This is an optimization exercise on Yosys and OpenROAD, whose aim is small area, a short achievable clock period and few clock cycles per item, not a production implementation.
Where RTL was checked, it was by simulation tests only, not by an equivalence proof against the original.

==> flow/design.v (excerpt) <==
module syn_rst_scan_counter #(
    parameter int TABLE_DEPTH = 64,
    parameter int COUNT_WIDTH = 16
) (
    input  logic                              i_clk,
    input  logic                              i_rst_n,
    input  logic                              req_valid,
    output logic                              req_ready,
    input  logic                              req_action,
    input  logic [srsc_pkg::PROTO_W-1:0]      req_ip_protocol,
    input  logic [srsc_pkg::ADDR_W-1:0]       req_source_address,
    input  logic [srsc_pkg::ADDR_W-1:0]       req_dest_address,
    input  logic                              req_flag_syn,
    input  logic                              req_flag_ack,
    input  logic                              req_flag_rst,
    output logic                              rsp_valid,
    input  logic                              rsp_ready,
    output logic [srsc_pkg::ADDR_W-1:0]       rsp_reported_address,
    output logic [srsc_pkg::RPT_CNT_W-1:0]    rsp_reported_count,
    output logic                              rsp_entry_valid,
    output logic                              rsp_table_overflowed,
    output logic                              rsp_last_of_report,
    input  logic                              psel,
    input  logic                              penable,
    input  logic                              pwrite,
    input  logic [srsc_pkg::APB_ADDR_W-1:0]   paddr,
    input  logic [srsc_pkg::APB_DATA_W-1:0]   pwdata,
    output logic [srsc_pkg::APB_DATA_W-1:0]   prdata,
    output logic                              pready
);
==> flow/config.mk <==
export PLATFORM = sky130hd
export DESIGN_NAME = syn_rst_scan_counter
export DESIGN_NICKNAME = syn_rst_scan_counter
export VERILOG_FILES = /design/flow/design.v
export SDC_FILE = /design/flow/constraint.sdc
export NUM_CORES = 4
export LEC_CHECK = 0
export CAP_MARGIN = 20
export CORE_MARGIN = 2
export CORE_UTILIZATION = 35
export PLACE_DENSITY = 0.5
export SETUP_SLACK_MARGIN = 4.0
export SLEW_MARGIN = 20
==> flow/constraint.sdc <==
create_clock -name core_clock -period 8.0 [get_ports {i_clk}]
set_input_delay 1.6000 -clock core_clock [delete_from_list [all_inputs] [get_ports {i_clk}]]
set_output_delay 1.6000 -clock core_clock [all_outputs]
set_load 0.01 [all_outputs]
run.sh (not shown) runs the stock make flow with config.mk's settings and CLKGATE_MAP_FILE= SYNTH_SCRIPT=/design/flow/synth_recipe.tcl, a recipe that flattens the netlist after the stock synthesis.
The baseline died in global routing (5_1_grt).
Then changed:
CORE_UTILIZATION = 30   (was 35)
PLACE_DENSITY = 0.45   (was 0.5)
SETUP_SLACK_MARGIN = 4.3   (was 4.0)
=> The new run aborted during global routing (5_1_grt) on GRT-0116. Synthesized cell count does not change. Area after synthesis is unchanged.
No run of this note included a check of the RTL's function; only the layout flow was run.

* * *

== v6 ==
syn_rst_scan_counter, a different RTL version from the one above (not shown whole).
Size in the first run: about 18000 cells after synthesis, about 3700 flip-flops.
clock: 8.0 ns
lec_check: 0
cap_margin: 20
core_margin: 2
core_utilization: 40
cts_buf_list: sky130_fd_sc_hd__clkbuf_4 sky130_fd_sc_hd__clkbuf_8
place_density: 0.6
setup_slack_margin: 4.4
slew_margin: 20
standard.sh (not shown) runs the stock make flow with config.mk's settings and CLKGATE_MAP_FILE= SYNTH_SCRIPT=/design/flow/synth_recipe.tcl, a recipe that flattens the netlist after the stock synthesis.
==> flow/flow/run.sh <==
#!/bin/bash
# The standard layout (the standard.sh: standard synthesis, floorplan, place,
# CTS, route), except that the I/O port buffers that global placement inserts
# are plain sky130_fd_sc_hd__buf_4 cells instead of the delay cells buffer_ports
# picks on its own. Every port still gets its own buffer.
# make's full output goes to standard.log; each ORFS step keeps its own log
# under orfs/logs/.
set -euo pipefail
export BUFFER_PORTS_ARGS="-buffer_cell sky130_fd_sc_hd__buf_4"
bash standard.sh > standard.log 2>&1
v6 went all the way through the flow, and no timing, DRC or antenna check failed.
Testbench counts of v6, summed over its fixed seeds: cycles 4,249, items 3,200.
Changes in v7 relative to v6:
Settings: a deleted CTS_BUF_LIST that had been sky130_fd_sc_hd__clkbuf_4 sky130_fd_sc_hd__clkbuf_8; a change of SETUP_SLACK_MARGIN from 4.4 to 4.2; a change of CORE_UTILIZATION from 40 to 44.
Findings:
Number of buffers outside the clock class in the layout: v7 vs v6 down 71
The area taken by flip-flops and latches was comparable across v6 and v7.
Relative to v6, v7 degrades worst slack at placement.
v6 -> v7: count of buffers added by post-CTS timing repair for setup decreased by more than a quarter
Worst setup slack on v7 is ahead of v6.
Per the comparison of v7 with v6, number of global-route vias before repair went down 3191, area growth from synthesis to layout went down 1.3 points, global-route met3 utilization held.

separate check: timing with driven ports:
Ports are ideal in the flow. The routed layouts listed here were re-timed in OpenROAD. Step 1 sets driving cells, clkbuf_16 on the clock port and buf_2 on the other inputs (assumed; they add their load-dependent delay and slew). Step 2 also shifts input and output timing later by t, the mid clock arrival at the registers, as if the neighbouring blocks saw the same clock. Slacks: no drivers / after step 1 / after step 2; pairs: no drivers / after step 1.
run | t, ns | setup slack, ns | hold WS [ns] | latest minus earliest clock arrival (ns) | worst slew at a driven data input, ns
v6 | 1.423 | 3.623 / 3.623 / 3.051 | 0.433 / 0.391 / 0.433 | 0.109 / 0.109 | 0.09
v7 | 1.137 | 3.835 / 3.835 / 3.020 | 0.419 / 0.419 / 0.419 | 0.129 / 0.129 | 0.13
After both steps setup and hold are still met in every run listed. The setup slack of v7, which loses most, moves by 0.000 ns with the drivers and by -0.815 ns with both steps.
